This is an optimization exercise on Yosys and OpenROAD, whose aim is small area, a short achievable clock period and few clock cycles per item, not a production implementation. The RTL was checked by simulation tests, not by an equivalence proof against the original design. Power is estimated from default activity; no workload was simulated.

## flow/design.v (module list and top-level ports; edited modules follow where they fit)
// module matrix_op_engine: 2434 lines
module matrix_op_engine #(
  parameter int DW      = 32,
  parameter int AW      = 8,
  parameter int MAX_DIM = 5,
  parameter int A_BASE  = 0,
  parameter int B_BASE  = 32,
  parameter int C_BASE  = 64
) (
  input  logic                clk,
  input  logic                rst_n,
  input  logic                start,
  input  logic [2:0]          op,
  input  logic [DW-1:0]       scalar,
  output logic                busy,
  output logic                done,
  output logic                err,
  output logic [31:0]         cycle_cnt,
  output logic                mem_we,
  output logic [AW-1:0]       mem_addr,
  output logic [DW-1:0]       mem_wdata,
  input  logic [DW-1:0]       mem_rdata
);
  // ...
==> flow/flow/run.sh <==
#!/bin/bash
# Standard layout (the standard.sh), with:
# - synthesis by flow/synth_noabc.tcl: synth_recipe.tcl without Yosys's generic ABC pass;
# - plain buffers (not delay cells) on the ports;
# - a clock tree of fewer, smaller buffers without dummy loads.
# Full tool output goes to standard.log.
here=$(cd "$(dirname "$0")" && pwd)
bash standard.sh "SYNTH_SCRIPT=$here/synth_noabc.tcl" SETUP_SLACK_MARGIN=6.0 \
  "BUFFER_PORTS_ARGS=-buffer_cell sky130_fd_sc_hd__buf_2" \
  "CTS_ARGS=-sink_clustering_enable -repair_clock_nets -dont_use_dummy_load -buf_list sky130_fd_sc_hd__clkbuf_8 -sink_clustering_size 16 -sink_clustering_max_diameter 100" \
  finish > standard.log 2>&1
==> flow/flow/synth_noabc.tcl <==
# The standard flow's synthesis script (synth_recipe.tcl) with one change: Yosys's synth runs without its
# internal generic ABC pass, so that the full adders written in the RTL are extracted as
# they are written (the final technology mapping with ABC still runs in synth.tcl).
proc synth {args} { yosys synth -nofsm -noshare -noabc {*}$args }
source $::env(SCRIPTS_DIR)/synth.tcl
# left out here: clear keep_hierarchy, flatten, clean up, hide names made inside functions, write 1_2_yosys.v
==> flow/standard.sh <==
#!/bin/bash
# synth_recipe.tcl (not shown) runs the flow's synth.tcl, then flattens the netlist and writes it again
# the make line also repeats each setting of config.mk as NAME=value (left out here)
make -C /OpenROAD-flow-scripts/flow DESIGN_CONFIG=/design/flow/config.mk WORK_HOME=/design/flow/orfs CLKGATE_MAP_FILE= SYNTH_SCRIPT=/design/flow/synth_recipe.tcl "${@:-finish}"
==> flow/config.mk <==
export PLATFORM = sky130hd
export DESIGN_NAME = matrix_op_engine
export DESIGN_NICKNAME = matrix_op_engine
export VERILOG_FILES = /design/flow/design.v
export SDC_FILE = /design/flow/constraint.sdc
export NUM_CORES = 4
export LEC_CHECK = 0
export CAP_MARGIN = 20
export CORE_MARGIN = 2
export CORE_UTILIZATION = 65
export SETUP_SLACK_MARGIN = 5
export SLEW_MARGIN = 20
==> flow/constraint.sdc <==
create_clock -name core_clock -period 10.0 [get_ports {clk}]
set_input_delay 2.0000 -clock core_clock [delete_from_list [all_inputs] [get_ports {clk}]]
set_output_delay 2.0000 -clock core_clock [all_outputs]
set_load 0.01 [all_outputs]
==> impl_metrics.ini, run 1 <==
[sta]
final_min_period_over_clock_period_pct = 39.4
final.setup.worst_slack_ps = 6060
final-hold-violation-count = 0
tightestPinTransition_ps = 1040

[placed_design]
dpl.hpwl_mm = 55.9

[logic_synthesis]
synth_seq_area_share_pct = 27.6
synthTopCellsByArea = fa_1 28%, dfxtp_1 16%, and2_1 9.2%
synth_enable_flop_cells = 52
postSynthAreaPerCell_sq_um = 10.3
post_synth_mux_area_share_pct = 2.69
synth_seq_cells = 329
synth_area_leader_cell = fa_1
synth_xor_xnor_area_share_pct = 3.85
post_synth_and_or_nand_nor_area_fraction_pct = 20.1
most_used_flip_flop_cell_after_synthesis = dfxtp_1

[status]
outcome = timing/DRC/antenna clean

[power_and_ir_drop]
combinational_group_share_of_total_power_pct = 48.5
int_power_mw = 2.91
leakagePower_nw = 13.6
power.total_mw = 5.33
combinationalPower_mw = 2.59

[final_layout]
fillCellCount = 3134
multi_input_gates = 2065
ff_latch_area_sq_um = 7470
footprint_of_the_multi_input_gates_sq_um = 18600
layout.cells.largest_class = multi-input gates
commonest_cells_after_routing_fill_and_taps_aside = 392 x and2_1, 369 x fa_1, 221 x nand2_1, 185 x dfxtp_1, 122 x buf_2
ratio_of_cells_with_drive_above_1_in_the_final_layout_pct = 11.8

[clock_tree]
cts_made_buffers = 25
numClockSinks = 329
clock_latency_ps = 650
max-clock-path-buffers = 3

[worst_setup_path]
startpoint_kind_of_the_worst_setup_timing_path = flip-flop
cp_num_cells = 12
cp_max_fo = 20
critical_path_required_ps = 10550
crit-reg2reg-launch = q_q[12]$_DFF_P_

[global_routing]
grt_antenna_before_repair = 4
groute.layer.met2.usage_pct = 59.4
gr-usage-all-layers_pct = 36.5

[drt]
dr.max_layer_used = met5
detail_route_antenna_nets = 0

[floorplan]
core_area_sq_um = 40700

[worst_hold_path]
holdPathEnd = m0_ph1_q$_DFF_P_

[job]
timing.max_cap.violations = 0
Testbench counts, summed over its fixed seeds: cycles 18,075, ops 480.
==> inputs of run 2 (changes only) <==
--- a/flow/design.v
+++ b/flow/design.v
@@ -39,50 +39,52 @@
   logic          known_q;          
   logic [4:0]    e_q;              
   logic [2:0]    i_q, j_q, u_q, v_q;   
   logic [2:0]    ar_q, ac_q;       
   logic          h_q;              
   logic          adv_q;            
   logic          rdone_q;          
   logic          rlast_q;          
+  logic          cv1_q;            
   logic [4:0]    widx_q;           
   logic [AW-1:0] waddr_q;          
   logic [2:0]    wi_q, wj_q;       
   logic          hw0_q, hw1_q;     
   logic          r_ldp_q, r_ldq_q, r_ldw_q, r_mac_q, r_chk_q, r_clr_q, r_ph1_q, r_last_q;
   logic          t_ldp_q, t_ldq_q, t_ldw_q, t_mac_q, t_chk_q, t_clr_q, t_ph1_q, t_last_q;
   logic          m0_q, m0_clr_q, m0_ph1_q, m0_last_q;
   logic          m1_q, m1_last_q;
   logic          cpa_q;
   logic [31:0]   p_q, q_q, x_q, s_q, c_q, w_q;
   logic          t_ldx_q, r_ldx_q;    
   logic          m0c_q;               
   logic [2:0] c_rows, c_cols, imax, jmax, umax, vmax;
   logic [4:0] n_el, n_el_q;
   logic       known2_q;        
-  logic       legal, four_hdr, lin, mconv;
+  logic       legal, four_hdr, lin, mconv, sclike;
   always_comb begin
     if (is_tr_q) begin
       c_rows = an_q; c_cols = am_q;
     end else if (is_mu_q) begin
       c_rows = am_q; c_cols = bn_q;
     end else if (is_cv_q) begin
       c_rows = am_q - bm_q + 3'd1; c_cols = an_q - bn_q + 3'd1;
     end else begin
       c_rows = am_q; c_cols = an_q;
     end
     n_el = dim_mul(c_rows, c_cols);    
     imax = c_rows - 3'd1;
     jmax = c_cols - 3'd1;
     vmax = is_mu_q ? an_q - 3'd1 : bn_q - 3'd1;
     umax = is_cv_q ? bm_q - 3'd1 : 3'd0;
     four_hdr = !(is_tr_q || is_sc_q);
-    lin      = is_tr_q || is_add_q || is_sc_q;
-    mconv    = is_mu_q || is_cv_q;
+    lin      = is_tr_q || is_add_q || is_sc_q || cv1_q;
+    mconv    = (is_mu_q || is_cv_q) && !cv1_q;
+    sclike   = is_sc_q || cv1_q;
     legal = legal_q;
   end
   function automatic logic [4:0] elem_off(input logic [2:0] r, input logic [2:0] n,
                                           input logic [2:0] c);
     case ({r, n, c})
       9'o000: elem_off = 5'd2;
       9'o001: elem_off = 5'd3;
       9'o002: elem_off = 5'd4;
@@ -670,16 +672,21 @@
   logic [AW-1:0] raddr;
   always_comb begin
     rr = h_q ? (is_cv_q ? u_q : v_q) : ar_q;
     rc = h_q ? (is_cv_q ? v_q : j_q) : ac_q;
     rn = h_q ? bn_q : an_q;
     roff = lin ? e_q + 5'd2 : elem_off(rr, rn, rc);
     raddr = {2'b00, h_q, roff};
   end
+  logic a_keep, k11;
+  always_comb begin
+    a_keep = is_mu_q && an_q == 3'd1 && j_q != jmax;
+    k11    = is_cv_q && bm_q == 3'd1 && bn_q == 3'd1;
+  end
   logic       el_last, r_final;
   logic [2:0] i_n, j_n, u_n, v_n, ar_n, ac_n;
   always_comb begin
     i_n = i_q; j_n = j_q; u_n = u_q; v_n = v_q;
     if (v_q != vmax) begin
       ar_n = ar_q;
       ac_n = ac_q + 3'd1;
     end else if (is_cv_q && u_q != umax) begin
@@ -2170,17 +2177,17 @@
     else if (lin)
       can_rd = (!known_q || legal) && ((e_q == 5'd0) || (e_q == 5'd1 && (is_tr_q || known_q)));
     else if (known_q)
       can_rd = legal && !rdone_q;
     else
       can_rd = (i_q == 3'd0) && (j_q == 3'd0) && (u_q == 3'd0) && (v_q == 3'd0) && !adv_q;
     adv_now   = busy_q && adv_q && ok;
     issue     = busy_q && slot_free && !tok && !adv_now && can_rd &&
-                !(is_sc_q && rlast_q);
+                !(rlast_q && (sclike || (mconv && h_q)));
     hw_go     = busy_q && ok && !tok && !issue && !(hw0_q && hw1_q);
     fin_n     = (tok && (widx_q == n_el_q - 5'd1) && hw0_q && hw1_q) ||
                 (hw_go && (widx_q == n_el_q) && (hw0_q || hw1_q));
   end
   always_ff @(posedge clk or negedge rst_n) begin
     if (!rst_n) begin
       busy_q     <= 1'b0;
       done_q     <= 1'b0;
@@ -2201,32 +2208,30 @@
       known_q    <= 1'b0;
       rlast_q    <= 1'b0;
       r_ldp_q    <= 1'b0;
       r_ldq_q    <= 1'b0;
       r_ldw_q    <= 1'b0;
       r_mac_q    <= 1'b0;
       r_ldx_q    <= 1'b0;
       t_ldx_q    <= 1'b0;
-      t_ldp_q    <= 1'b0;
       t_ldq_q    <= 1'b0;
       t_ldw_q    <= 1'b0;
       t_mac_q    <= 1'b0;
       m0_q       <= 1'b0;
       m1_q       <= 1'b0;
       cpa_q      <= 1'b0;
       hw0_q      <= 1'b0;
       hw1_q      <= 1'b0;
     end else begin
       done_q   <= 1'b0;
       mem_we_q <= 1'b0;
       run_q    <= run_q + CW'(1);
       hdr_v_q  <= 1'b0;
       rlast_q  <= 1'b0;
-      t_ldp_q  <= r_ldp_q;
       t_ldq_q  <= r_ldq_q;
       t_ldw_q  <= r_ldw_q;
       t_mac_q  <= r_mac_q;
       t_ldx_q  <= r_ldx_q;
       r_ldx_q  <= 1'b0;
       r_ldp_q  <= 1'b0;
       r_ldq_q  <= 1'b0;
       r_ldw_q  <= 1'b0;
@@ -2248,17 +2253,16 @@
           mem_addr_q <= AW'(A_BASE + 1);
           hreq_q     <= 2'd1;
           hdr_v_q    <= 1'b1;
           hdr_k_q    <= 2'd0;
           known_q    <= 1'b0;
           hw0_q      <= 1'b0;
           hw1_q      <= 1'b0;
           fin_q      <= 1'b0;
-          t_ldp_q    <= 1'b0;
           t_ldq_q    <= 1'b0;
           t_ldw_q    <= 1'b0;
           t_mac_q    <= 1'b0;
           t_ldx_q    <= 1'b0;
           m0_q       <= 1'b0;
           m1_q       <= 1'b0;
           cpa_q      <= 1'b0;
         end
@@ -2276,17 +2280,16 @@
           end
         end
         if (hdr_v_q && (hdr_k_q == 2'd3 || (hdr_k_q == 2'd1 && !four_hdr))) known_q <= 1'b1;
         if (kill) begin
           busy_q  <= 1'b0;
           done_q  <= 1'b1;
           err_q   <= 1'b1;
           cnt_q   <= run_q + CW'(1);
-          t_ldp_q <= 1'b0;
           t_ldq_q <= 1'b0;
           t_ldw_q <= 1'b0;
           t_mac_q <= 1'b0;
           t_ldx_q <= 1'b0;
           m0_q    <= 1'b0;
           m1_q    <= 1'b0;
           cpa_q   <= 1'b0;
         end else if (fin_q) begin
@@ -2295,19 +2298,19 @@
           cnt_q  <= run_q + CW'(1);
         end
         fin_q <= fin_n;
         if (tok) begin
           mem_we_q   <= 1'b1;
           mem_addr_q <= waddr_q;
         end else if (issue) begin
           mem_addr_q <= raddr;
-          rlast_q    <= 1'b1;
+          rlast_q    <= sclike || (mconv && h_q);
           if (is_tr_q) r_ldw_q <= 1'b1;
-          else if (is_sc_q) begin r_ldq_q <= 1'b1; r_mac_q <= 1'b1; end
+          else if (sclike) begin r_ldq_q <= 1'b1; r_mac_q <= 1'b1; end
           else if (is_add_q) begin r_ldx_q <= 1'b1; r_mac_q <= 1'b1; end
           else begin
             r_ldp_q <= !h_q;
             r_ldq_q <= h_q;
             r_mac_q <= h_q;
           end
         end else if (hw_go) begin
           mem_we_q   <= 1'b1;
@@ -2320,47 +2323,54 @@
   end
   always_ff @(posedge clk) begin
     if (!busy_q && start) begin
       e_q <= '0;
       i_q <= '0; j_q <= '0; u_q <= '0; v_q <= '0; h_q <= 1'b0;
       ar_q <= '0; ac_q <= '0;
       adv_q   <= 1'b0;
       rdone_q <= 1'b0;
+      cv1_q   <= 1'b0;
       widx_q  <= '0;
       waddr_q <= AW'(C_BASE + 2);
       wi_q    <= '0;
       wj_q    <= '0;
       p_q     <= scalar;
     end else begin
       if (issue) begin
         r_chk_q  <= !known2_q && e_q == 5'd1;
-        r_clr_q  <= is_sc_q || (is_add_q ? !h_q : (u_q == 3'd0 && v_q == 3'd0));
+        r_clr_q  <= sclike || (is_add_q ? !h_q : (u_q == 3'd0 && v_q == 3'd0));
         r_ph1_q  <= !is_add_q;
         r_last_q <= is_add_q ? h_q : (!mconv || el_last);
         if (is_add_q) h_q <= !h_q;
         if (lin && (!is_add_q || h_q)) e_q <= e_q + 5'd1;
         if (mconv) begin
           h_q <= !h_q;
           if (h_q) begin
             if (known_q) begin
               i_q <= i_n; j_q <= j_n; u_q <= u_n; v_q <= v_n;
               ar_q <= ar_n; ac_q <= ac_n;
               if (r_final) rdone_q <= 1'b1;
+              if (a_keep) h_q <= 1'b1;
             end else begin
               adv_q <= 1'b1;
             end
           end
         end
       end
       if (adv_now) begin
         adv_q    <= 1'b0;
         i_q <= i_n; j_q <= j_n; u_q <= u_n; v_q <= v_n;
         ar_q <= ar_n; ac_q <= ac_n;
         if (r_final) rdone_q <= 1'b1;
+        if (a_keep) h_q <= 1'b1;
+        if (k11) begin
+          cv1_q <= 1'b1;
+          e_q   <= 5'd1;
+        end
       end
       if (tok) begin
         widx_q <= widx_q + 5'd1;
         if (is_tr_q) begin
           if (wj_q == an_q - 3'd1) begin
             wj_q    <= '0;
             wi_q    <= wi_q + 3'd1;
             waddr_q <= AW'(C_BASE + 3) + AW'(wi_q);
@@ -2400,22 +2410,23 @@
     end
     n_el_q    <= n_el;
     known2_q  <= known_q && busy_q;
     t_chk_q   <= r_chk_q;
     t_clr_q   <= r_clr_q;
     t_ph1_q   <= r_ph1_q;
     t_last_q  <= r_last_q;
     if (adv_now) t_last_q <= el_last;
+    t_ldp_q <= r_ldp_q || (adv_now && k11);
     m0_clr_q  <= t_clr_q;
     m0_ph1_q  <= t_ph1_q;
     m0_last_q <= t_last_q;
     m1_last_q <= m0_last_q;
     m0c_q <= t_mac_v && t_clr_q;
-    if (t_ldp_q) p_q <= mem_rdata;
+    if (t_ldp_q && busy_q) p_q <= mem_rdata;
     if (t_ldq_q && !t_void) q_q <= mem_rdata;
     else if (m0_q && m0_ph1_q) q_q <= {16'd0, q_q[31:16]};
     else q_q <= {31'd0, is_add_q};
     if (t_ldx_q && !t_void) x_q <= mem_rdata;
     else if (t_ldq_q && !t_void) x_q <= p_q;
     else if (m0_q && m0_ph1_q) x_q <= {x_q[15:0], 16'd0};
     else x_q <= 32'd0;
     s_q <= ns;
==> flow/flow/run.sh (replaced) <==
#!/bin/bash
bash standard.sh SETUP_SLACK_MARGIN=6.0 "BUFFER_PORTS_ARGS=-buffer_cell sky130_fd_sc_hd__buf_2" \
  "CTS_ARGS=-sink_clustering_enable -repair_clock_nets -dont_use_dummy_load -buf_list sky130_fd_sc_hd__clkbuf_8 -sink_clustering_size 16 -sink_clustering_max_diameter 100" \
  finish > standard.log 2>&1
==> flow/config.mk (replaced) <==
export PLATFORM = sky130hd
export DESIGN_NAME = matrix_op_engine
export DESIGN_NICKNAME = matrix_op_engine
export VERILOG_FILES = /design/flow/design.v
export SDC_FILE = /design/flow/constraint.sdc
export NUM_CORES = 4
export LEC_CHECK = 0
export CAP_MARGIN = 20
export CORE_MARGIN = 2
export CORE_UTILIZATION = 60
export SETUP_SLACK_MARGIN = 5
export SLEW_MARGIN = 20
removed: flow/flow/synth_noabc.tcl
==> run 2 against run 1 <==
Against the previous run:
- first-iteration DRC count up 7.7%
- register-to-register slack better by 20 ps
- global-route usage down 1.8 points
- cell count up 10%
- still clean
- critical path depth down 1
- wire length up 3.7%
- die area up 11%
- critical endpoint is now c_q[20]$_DFF_P_
- critical path type unchanged
- clock power up 1%
- hold slack worse by 1.6 ps
==> impl_metrics.ini, run 2 <==
[worst_hold_path]
worstHoldPathType = reg -> reg
holdPathEnd = m0_ph1_q$_DFF_P_
holdPathStages = 0
hp-start = t_ph1_q$_DFF_P_

[worst_setup_path]
crit-reg2reg-launch = m0c_q$_DFF_P_
cp_max_fo = 8
startpoint_kind_of_the_worst_setup_timing_path = flip-flop
worst_r2r_path_depth = 11
critical_path_required_ps = 10450
cpLargestDelayFamily = adder cells
worst_path_max_delay_cell = dfxtp_4
path_cells = clkbuf_16, nand2b_4, fa_1, fa_1, fa_1, inv_1, fa_1, inv_1, fa_1, inv_1, fa_1
r2r_end = c_q[20]$_DFF_P_
critical-path-max-stage-delay_ps = 520
worstPathBufferInverterCount = 4
r2r_setup_slack_ps = 6080
timing.critical_path.arrival_ps = 4380
criticalPathCategory = reg -> reg
timing.critical_path.to_type = flip-flop
cpMostUsedCell = fa_1

[final_layout]
nets = 3459
most_frequent_standard_cell_in_the_layout_excluding_fill_and_tap_cells = nand2_1
ant_diodes = 0
commonest_cells_after_routing_fill_and_taps_aside = 443 x nand2_1, 352 x fa_1, 292 x inv_1, 199 x dfxtp_1, 123 x nor2_1
area.growth.synth_to_final_pct = 6.86
ratio_of_cells_with_drive_above_1_in_the_final_layout_pct = 12.4

[drt]
first_pass_iters = 7
detail_route_antenna_nets = 0
postRouteWirelength_mm = 80.8
drt_first_iter_violations = 1917
route.vias.total = 21000
post_route_drc = 0
routed_via_density = 6.01
route.detailed.wl_per_inst_um = 23.1

[sta]
final-hold-violation-count = 0
finalSetupViolCount = 0
slew_headroom_pct = 25.3
fmax_mhz = 255
grt_setup_unrepaired = true
tightestPinTransition_ps = 1120
final_min_period_over_clock_period_pct = 39.2
finalClockSkew_ps = 85.6
slew_violations = 0
fin_hold_ws_ps = 337
fin_setup_tns_ps = 0
period_needed_ps = 3920

[logic_synthesis]
synth.cells.most_frequent = 443 x nand2_1, 377 x fa_1, 300 x inv_1
synthArstFlopShare_pct = 17.3
post_synth_mux_area_share_pct = 3.25
synth_xor_xnor_area_share_pct = 3.46
postSynthCellCount = 2855
netlist-cell-type-count = 99
post_synth_fa_ha_maj_area_fraction_pct = 32.6
post_synth_and_or_nand_nor_area_fraction_pct = 17.0
synthTopCellsByArea = fa_1 27%, dfxtp_1 16%, nand2_1 6.1%
syn_area_sq_um = 27400
synth.top_cell.area_share_pct = 27.5
synth_most_common_cell = nand2_1
yosys_warnings = 1
postSynthAreaPerCell_sq_um = 9.61
synth_enable_flop_cells = 52
synth_area_leader_cell = fa_1
synth_seq_cells = 330
main_combinational_cell_family_by_area_after_synthesis = adder cells
synth_seq_area_share_pct = 27.0
most_used_flip_flop_cell_after_synthesis = dfxtp_1
synth-compound-area-share_pct = 9.53

[clock_tree]
cts_made_buffers = 26
root_buffer_master = clkbuf_8
ctsHtreeMaxLevel = 1
postCtsHoldBufs = 0
numClockSinks = 330
cts_tree = yes
path_clk_slew_ps = 100
max-clock-path-buffers = 3
clock_latency_ps = 650

[floorplan]
chipWidth_um = 218
die-area_sq_um = 47500
ioPinCount = 146
starting_density_of_the_core_pct = 60.6
std_cell_rows = 78
dieHeight_um = 218
core_area_sq_um = 45300

[global_routing]
first_global_vias = 21900
grt_first_pass_wirelength_mm = 126
grt_antenna_before_repair = 2
grt.overflow.total = 0
gr-usage-all-layers_pct = 34.6
largest_net_degree_at_the_start_of_global_routing = 64

[power_and_ir_drop]
combinational_group_share_of_total_power_pct = 51.2
int_power_mw = 3.00
leakagePower_nw = 11.4
net_switching_fraction_of_the_power_pct = 46.7
worst_ir_drop_vdd_uv = 223
power_per_cell_area_nw_per_um2 = 192
power.total_mw = 5.63
seq_power_share_pct = 36.8
clockPowerShare_pct = 12.0
p_sw_mw = 2.63

[placed_design]
place_congestion = 0.938
dpl.hpwl_mm = 59.3
numPortBuffers = 122

[job]
timing.max_cap.violations = 0

[status]
outcome = timing/DRC/antenna clean
-- run 2: how the worst max path moves through the flow --
stage               cells after the start       startpoint              end  slack [ps]
floorplan                              10  x_q[10]$_DFF_P_  c_q[14]$_DFF_P_        6000
global placement                       11   q_q[9]$_DFF_P_  c_q[31]$_DFF_P_        5640
detailed placement                     11   q_q[9]$_DFF_P_  c_q[31]$_DFF_P_        5590
CTS                                     9    m0c_q$_DFF_P_  c_q[14]$_DFF_P_        5930
global route                           11    m0c_q$_DFF_P_  c_q[19]$_DFF_P_        5940
finish                                 11    m0c_q$_DFF_P_  c_q[20]$_DFF_P_        6080
-- run 2: power by group through the flow --
stage / logic, mW / clock network, mW / registers (mW)
2_1_floorplan: 1.98 / 0 / 1.91
3_3_place_gp: 2.70 / 0 / 2.07
3_5_place_dp: 2.75 / 0 / 2.07
4_1_cts: 2.77 / 0.689 / 2.05
5_1_grt: 3.16 / 0.732 / 2.11
6_report: 2.89 / 0.674 / 2.07
-- run 2: layout make-up --
class                      count  area, sq um
multi-input combinational   2060        18400
clock buffer                  26          358
inverter                     303         1140
sequential                   330         7470
timing repair buffer         179         1190
fill                        3748        16000
tap                          600          751
-- run 2: logic make-up (layout without fill, tap and decap cells) --
group / Yosys count / after routing
adder cells (fa/ha/maj): 489 / 489
AO/OA/AOI/OAI: 395 / 395
buffers and inverters: 487 / 508
multiplexers: 84 / 84
AND/OR/NAND/NOR: 964 / 964
other: 1 / 23
XOR/XNOR: 105 / 105
flip-flops: 330 / 330
-- run 2: through the flow --
step,setup slack (ps),utilization [%],cell area (sq um),cells
CTS,5930,63.6,28800,3483
detailed placement,5590,62.7,28400,3457
global route,5940,64.8,29300,3498
floorplan,6000,-,27500,2877
finish,6080,64.8,29300,3498
global placement,5640,62.7,28400,3457
-- run 2: repair_timing --
item | 4_1_cts | 5_1_grt
gates cloned | 0 | 6
hold endpoints to repair | 0 | 0
setup buffers | 0 | 9
setup endpoints to repair | 52 | 31
resized for setup | 28 | 84
pin swaps | 0 | 38
-- run 2: metal layers --
layer,global-route usage [%],routed length [um]
met5,0,11
met4,14.4,3910
met3,5.19,6340
met2,58.8,39400
met1,44.4,31200
Testbench counts of run 2, summed over its fixed seeds: cycles 17,889, ops 480.
==> inputs of run 3 (changes only) <==
--- a/flow/config.mk
+++ b/flow/config.mk
@@ -7,6 +7,6 @@
 export LEC_CHECK = 0
 export CAP_MARGIN = 20
 export CORE_MARGIN = 2
-export CORE_UTILIZATION = 60
+export CORE_UTILIZATION = 65
 export SETUP_SLACK_MARGIN = 5
 export SLEW_MARGIN = 20
==> run 3 against run 2 <==
Against the previous run:
- largest power group unchanged
- setup slack got worse by 25 ps
- critical path depth increased by 1
- largest cell class unchanged
- sequential share of layout area increased by 0.13 points
- register-to-register slack got worse by 20 ps
- hold slack improved by 2.3 ps
- utilization increased by 5.0 points
- global-route usage increased by 2.5 points
- wire length decreased by 1.3%
- combinational power decreased by 2%
- still clean
- first-iteration DRC count increased by 3.4%
- synthesized area unchanged
- highest routed layer is now met4
- clock power increased by 0.6%
==> impl_metrics.ini, run 3 <==
[power_and_ir_drop]
leakagePower_nw = 11.4
net_switching_fraction_of_the_power_pct = 46.6
int_power_mw = 2.99
seq_power_share_pct = 37.3
worst_ir_drop_vdd_uv = 210
power_per_cell_area_nw_per_um2 = 192
power.total_mw = 5.60
combinational_group_share_of_total_power_pct = 50.6
clockPowerShare_pct = 12.1
p_sw_mw = 2.61

[global_routing]
first_global_vias = 22500
grt.overflow.total = 0
largest_net_degree_at_the_start_of_global_routing = 58
grt_antenna_before_repair = 1
grt_first_pass_wirelength_mm = 125
gr-usage-all-layers_pct = 37.1

[worst_setup_path]
startpoint_kind_of_the_worst_setup_timing_path = flip-flop
r2r_end = c_q[18]$_DFF_P_
cp_max_fo = 8
criticalPathCategory = reg -> reg
critical_path_required_ps = 10470
crit-reg2reg-launch = m0c_q$_DFF_P_
timing.critical_path.to_type = flip-flop
worst_r2r_path_depth = 12
critical_path.startpoint = m0c_q$_DFF_P_
timing.critical_path.arrival_ps = 4420
r2r_setup_slack_ps = 6050

[logic_synthesis]
synthArstFlopShare_pct = 17.3
synth_seq_area_share_pct = 27.0
synth_enable_flop_cells = 52
synth_area_leader_cell = fa_1
postSynthAreaPerCell_sq_um = 9.61
netlist-cell-type-count = 99
synthTopCellsByArea = fa_1 27%, dfxtp_1 16%, nand2_1 6.1%
most_used_flip_flop_cell_after_synthesis = dfxtp_1
synth_most_common_cell = nand2_1
yosys_warnings = 1
postSynthCellCount = 2855
syn_area_sq_um = 27400
synth.top_cell.area_share_pct = 27.5
synth_seq_cells = 330
synth.cells.most_frequent = 443 x nand2_1, 377 x fa_1, 300 x inv_1

[floorplan]
dieHeight_um = 209
die-area_sq_um = 43900
chipWidth_um = 209
std_cell_rows = 75
starting_density_of_the_core_pct = 65.6
ioPinCount = 146
core_area_sq_um = 41900

[sta]
final.setup.worst_slack_ps = 6050
grt_setup_unrepaired = true
period_needed_ps = 3950
finalSetupViolCount = 0
slew_headroom_pct = 27.8
slew_violations = 0
final-hold-violation-count = 0
final_min_period_over_clock_period_pct = 39.5
finalClockSkew_ps = 95.4
fin_setup_tns_ps = 0
tightestPinTransition_ps = 1080
fmax_mhz = 253

[drt]
route.detailed.wl_per_inst_um = 23.3
route.vias.total = 21400
routed_via_density = 6.23
post_route_drc = 0
postRouteWirelength_mm = 79.8
first_pass_iters = 7
detail_route_antenna_nets = 0
drt_first_iter_violations = 1983

[clock_tree]
cts_tree = yes
clock_latency_ps = 650
cts_made_buffers = 26
root_buffer_master = clkbuf_8
ctsHtreeMaxLevel = 1
max-clock-path-buffers = 3
path_clk_slew_ps = 100
numClockSinks = 330

[final_layout]
most_frequent_standard_cell_in_the_layout_excluding_fill_and_tap_cells = nand2_1
nets = 3449
ratio_of_cells_with_drive_above_1_in_the_final_layout_pct = 12.5
final_core_utilization_pct = 69.8
commonest_cells_after_routing_fill_and_taps_aside = 443 x nand2_1, 342 x fa_1, 294 x inv_1, 192 x dfxtp_1, 123 x nor2_1
area.growth.synth_to_final_pct = 6.46

[worst_hold_path]
hp-start = t_ph1_q$_DFF_P_
worstHoldPathType = reg -> reg
holdPathStages = 0
holdPathEnd = m0_ph1_q$_DFF_P_

[placed_design]
dp_worst_setup_slack_ps = 5490
numPortBuffers = 122
dpl.hpwl_mm = 57.9
place_congestion = 0.929

[status]
outcome = timing/DRC/antenna clean

[job]
timing.max_cap.violations = 0
[run 3: cell counts after synthesis]
No cell type changed its count.
[run 3: logic make-up after synthesis]
logic type | after synthesis | synth area share (%)
buffers and inverters | 487 | 7.18
adder cells (fa/ha/maj) | 489 | 32.6
flip-flops | 330 | 27.0
multiplexers | 84 | 3.25
other | 1 | 0.0137
AND/OR/NAND/NOR | 964 | 17.0
AO/OA/AOI/OAI | 395 | 9.53
XOR/XNOR | 105 | 3.46
[run 3: power by group through the flow]
stage                     Combinational (mW)  Sequential (mW)  Clock, mW
after floorplan                         1.98             1.91          0
after global placement                  2.65             2.08          0
after detailed placement                2.71             2.09          0
after CTS                               2.75             2.07      0.686
after global routing                    3.11             2.12      0.725
final                                   2.83             2.09      0.678
[run 3: worst max path at each step]
stage	to	slack [ps]	cells after the start
2_1_floorplan	c_q[14]$_DFF_P_	6000	10
6_report	c_q[18]$_DFF_P_	6050	12
5_1_grt	c_q[18]$_DFF_P_	5950	12
3_5_place_dp	c_q[14]$_DFF_P_	5490	8
4_1_cts	c_q[14]$_DFF_P_	5920	9
3_3_place_gp	w_q[31]$_DFF_P_	5550	14
[run 3: worst max-delay path, cell delays in order, from the launching register on]
cell	delay (ps)
dfxtp_4	420
buf_12	160
clkbuf_16	160
nand2b_4	150
fa_2	580
fa_1	430
fa_1	520
inv_1	50
fa_1	350
inv_1	70
fa_1	410
inv_1	70
fa_1	400
[run 3: layer usage]
| layer | wire length [um] | vias to the layer above | GRT usage [%] |
|---|---|---|---|
| li1 | - | 9255 | - |
| met1 | 29500 | 10700 | 46.1 |
| met2 | 39300 | 1087 | 63.6 |
| met3 | 6520 | 293 | 5.48 |
| met4 | 4450 | 0 | 19.2 |
| met5 | 0 | - | 0 |
[run 3: what timing repair did]
action	4_1_cts	5_1_grt
gates cloned	2	3
hold buffers	0	0
gates resized for setup	54	72
buffers inserted	1	3
pin swaps	8	31
endpoints found under the setup margin	54	33
[run 3: metrics by stage]
stage,cell area (sq um),hold slack (ps),std cells
global route,29200,342,3427
floorplan,27500,310,2877
detailed placement,28300,315,3392
global placement,28300,314,3392
CTS,28800,338,3421
finish,29200,339,3429
[run 3: final cells by class]
cell class | instances | area, sq um
clock buffers | 26 | 358
fillers | 3268 | 12600
flip-flops and latches | 330 | 7480
repair buffers | 169 | 1150
diodes | 2 | 5.00
multi-input cells | 2060 | 18400
inverters | 303 | 1140
well taps | 539 | 674
==> inputs of run 4 (changes only) <==
==> flow/flow/run.sh (replaced) <==
#!/bin/bash
bash standard.sh SETUP_SLACK_MARGIN=6.0 "BUFFER_PORTS_ARGS=-buffer_cell sky130_fd_sc_hd__buf_1" \
  "CTS_ARGS=-sink_clustering_enable -repair_clock_nets -dont_use_dummy_load -buf_list sky130_fd_sc_hd__clkbuf_8 -sink_clustering_size 16 -sink_clustering_max_diameter 100" \
  finish > standard.log 2>&1
--- a/flow/config.mk
+++ b/flow/config.mk
@@ -7,6 +7,6 @@
 export LEC_CHECK = 0
 export CAP_MARGIN = 20
 export CORE_MARGIN = 2
-export CORE_UTILIZATION = 65
+export CORE_UTILIZATION = 70
 export SETUP_SLACK_MARGIN = 5
 export SLEW_MARGIN = 20
==> run 4 against run 3 <==
Against the previous run:
- wire length grew 0.17%
- die area shrank 7.0%
- synthesized area is the same
- clock-buffer cell count shrank 1
- power decreased by 0.26%
- via count up 0.88%
- first-iteration DRC count up 15%
- setup slack got worse by 5.3 ps
==> impl_metrics.ini, run 4 <==
[worst_hold_path]
hp-start = t_ph1_q$_DFF_P_
holdPathStages = 0
worstHoldPathType = reg -> reg
holdPathEnd = m0_ph1_q$_DFF_P_

[logic_synthesis]
synthArstFlopShare_pct = 17.3
synth_seq_cells = 330
synth.top_cell.area_share_pct = 27.5
synth_enable_flop_cells = 52
postSynthAreaPerCell_sq_um = 9.61
syn_area_sq_um = 27400
yosys_warnings = 1
synth.cells.most_frequent = 443 x nand2_1, 377 x fa_1, 300 x inv_1
postSynthCellCount = 2855
netlist-cell-type-count = 99
most_used_flip_flop_cell_after_synthesis = dfxtp_1
synth_area_leader_cell = fa_1
synth_most_common_cell = nand2_1
synthTopCellsByArea = fa_1 27%, dfxtp_1 16%, nand2_1 6.1%
synth_seq_area_share_pct = 27.0

[worst_setup_path]
timing.critical_path.to_type = flip-flop
r2r_setup_slack_ps = 6050
critical-path-max-stage-delay_ps = 520
critical_path.startpoint = m0c_q$_DFF_P_
cpMostUsedCell = xnor2_1
crit-reg2reg-launch = m0c_q$_DFF_P_
criticalPathCategory = reg -> reg
timing.critical_path.arrival_ps = 4490
worst_path_max_delay_cell = dfxtp_4
worstPathBufferInverterCount = 4
startpoint_kind_of_the_worst_setup_timing_path = flip-flop
critical_path_required_ps = 10540
cpLargestDelayFamily = adder cells
r2r_end = c_q[31]$_DFF_P_
cp_max_fo = 8
path_cells = buf_12, buf_4, nor2b_1, fa_1, inv_1, fa_1, fa_1, inv_1, fa_2, xnor2_2, xnor2_1, xnor2_1, xnor2_1, xnor2_1, xnor2_1
worst_r2r_path_depth = 15

[clock_tree]
path_clk_slew_ps = 100
max-clock-path-buffers = 3
postCtsHoldBufs = 0
cts_tree = yes
ctsHtreeMaxLevel = 1
root_buffer_master = clkbuf_8
clock_latency_ps = 660
cts_made_buffers = 25
numClockSinks = 330

[floorplan]
starting_density_of_the_core_pct = 71.0
core_area_sq_um = 38600
chipWidth_um = 202
std_cell_rows = 72
die-area_sq_um = 40800
ioPinCount = 146
dieHeight_um = 202

[placed_design]
placement.cell_area_sq_um = 28100
numPortBuffers = 122
dp_worst_setup_slack_ps = 5650
dpl.hpwl_mm = 57.4
place_congestion = 0.945

[final_layout]
finish.instance_area_sq_um = 29100
commonest_cells_after_routing_fill_and_taps_aside = 443 x nand2_1, 352 x fa_1, 293 x inv_1, 191 x dfxtp_1, 123 x nor2_1
nets = 3453
fillCellCount = 2711
ratio_of_cells_with_drive_above_1_in_the_final_layout_pct = 8.16
area.growth.synth_to_final_pct = 6.08
footprint_of_the_multi_input_gates_sq_um = 18400
ant_diodes = 0
most_frequent_standard_cell_in_the_layout_excluding_fill_and_tap_cells = nand2_1
ff_latch_area_sq_um = 7490

[power_and_ir_drop]
leakagePower_nw = 11.0
worst_ir_drop_vdd_uv = 218
power_per_cell_area_nw_per_um2 = 192

[drt]
drt_first_iter_violations = 2284
detail_route_antenna_nets = 0
route.detailed.wl_per_inst_um = 23.4
postRouteWirelength_mm = 79.9
routed_via_density = 6.32
route.vias.total = 21600
post_route_drc = 0
first_pass_iters = 6

[sta]
tightestPinTransition_ps = 1130
finalSetupViolCount = 0
fin_setup_tns_ps = 0
fin_hold_ws_ps = 336
grt_setup_unrepaired = true
fmax_mhz = 253
slew_headroom_pct = 24.1
final.setup.worst_slack_ps = 6050
slew_violations = 0
finalClockSkew_ps = 75.4
period_needed_ps = 3950
final-hold-violation-count = 0
final_min_period_over_clock_period_pct = 39.5

[global_routing]
gr-usage-all-layers_pct = 39.3
largest_net_degree_at_the_start_of_global_routing = 64
first_global_vias = 22500
grt_first_pass_wirelength_mm = 123
grt.overflow.total = 0
grt_antenna_before_repair = 2

[status]
outcome = timing/DRC/antenna clean

[job]
timing.max_cap.violations = 0
## run 4: cell counts after synthesis
No cell type changed its count.
## run 4: cell families after synthesis
group,count (synthesis),synth area share [%]
and+or+nand+nor,964,17.0
adders and majority gates,489,32.6
buffers and inverters,487,7.18
AOI/OAI and AO/OA,395,9.53
DFF,330,27.0
xor gates and xnor gates,105,3.46
muxes,84,3.25
other,1,0.0137
## run 4: area by class of cell
cell class	count	area share (%)
inverter	303	3.92
sequential	330	25.7
multi-input combinational	2060	63.2
timing repair buffer	174	3.72
clock buffer	25	1.18
tap	518	2.23
## run 4: routing by layer
| layer | routed length (um) | track usage [%] | vias up |
|---|---|---|---|
| met5 | 28 | 0 | - |
| met4 | 5510 | 21.5 | 2 |
| met3 | 7940 | 6.45 | 361 |
| met2 | 38500 | 66.4 | 1323 |
| met1 | 28000 | 48.5 | 10600 |
| li1 | - | - | 9272 |
## run 4: what timing repair did
action,4_1_cts,5_1_grt
setup endpoints to repair,47,38
gates cloned,0,8
setup buffers,0,7
pin swaps,1,38
resized for setup,38,90
## run 4: report_power, final
group	leakage [nW]	total (mW)	internal, mW	switching, mW
Sequential	3.05	2.09	1.70	0.393
Combinational	7.78	2.82	1.05	1.77
Clock	0.180	0.669	0.223	0.446
Total	11.0	5.58	2.97	2.61
## run 4: how the worst max path moves through the flow
stage	to	slack [ps]	depth (start not counted)
global placement	w_q[31]$_DFF_P_	5680	14
global route	c_q[31]$_DFF_P_	5940	15
CTS	c_q[31]$_DFF_P_	6000	15
floorplan	c_q[14]$_DFF_P_	6000	10
detailed placement	w_q[31]$_DFF_P_	5650	14
finish	c_q[31]$_DFF_P_	6050	15
## run 4: through the flow
stage	utilization, %	power, mW	instances
6_report	75.3	5.58	3410
5_1_grt	75.3	5.92	3410
4_1_cts	73.9	5.43	3395
3_5_place_dp	72.8	4.75	3370
3_3_place_gp	72.7	4.65	3369
2_1_floorplan	-	3.89	2877

## static timing again, ports no longer ideal
In the flow no input, the clock included, has a driving cell. The finished layouts below were timed again as built, in two steps. Step 1 assumes that a clkbuf_16 drives the clock port and a buf_2 every other input. Step 2 moves the port delays by t, midway between the first and last clock arrival at a register: inputs arrive t later, outputs are due t later. That takes back most of the time a late clock gives input paths. Three values: ideal, step 1, step 2; two values: the first two.
run | t, ns | setup slack, ns | slew at the worst register clock pin (ns) | worst slew at a driven data input, ns | cell pins on the clock port's net
run 1 | 0.673 | 6.056 / 6.056 / 6.056 | 0.12 / 0.12 | 0.10 | 1
run 2 | 0.672 | 6.075 / 6.075 / 6.075 | 0.11 / 0.11 | 0.05 | 1
run 3 | 0.653 | 6.051 / 6.051 / 6.051 | 0.12 / 0.12 | 0.05 | 1
run 4 | 0.675 | 6.045 / 6.045 / 5.866 | 0.11 / 0.11 | 0.05 | 1
After both steps setup and hold are still met in every run listed. For run 4, which loses most, drivers alone change the setup slack by 0.000 ns; drivers and shift together by -0.179 ns.
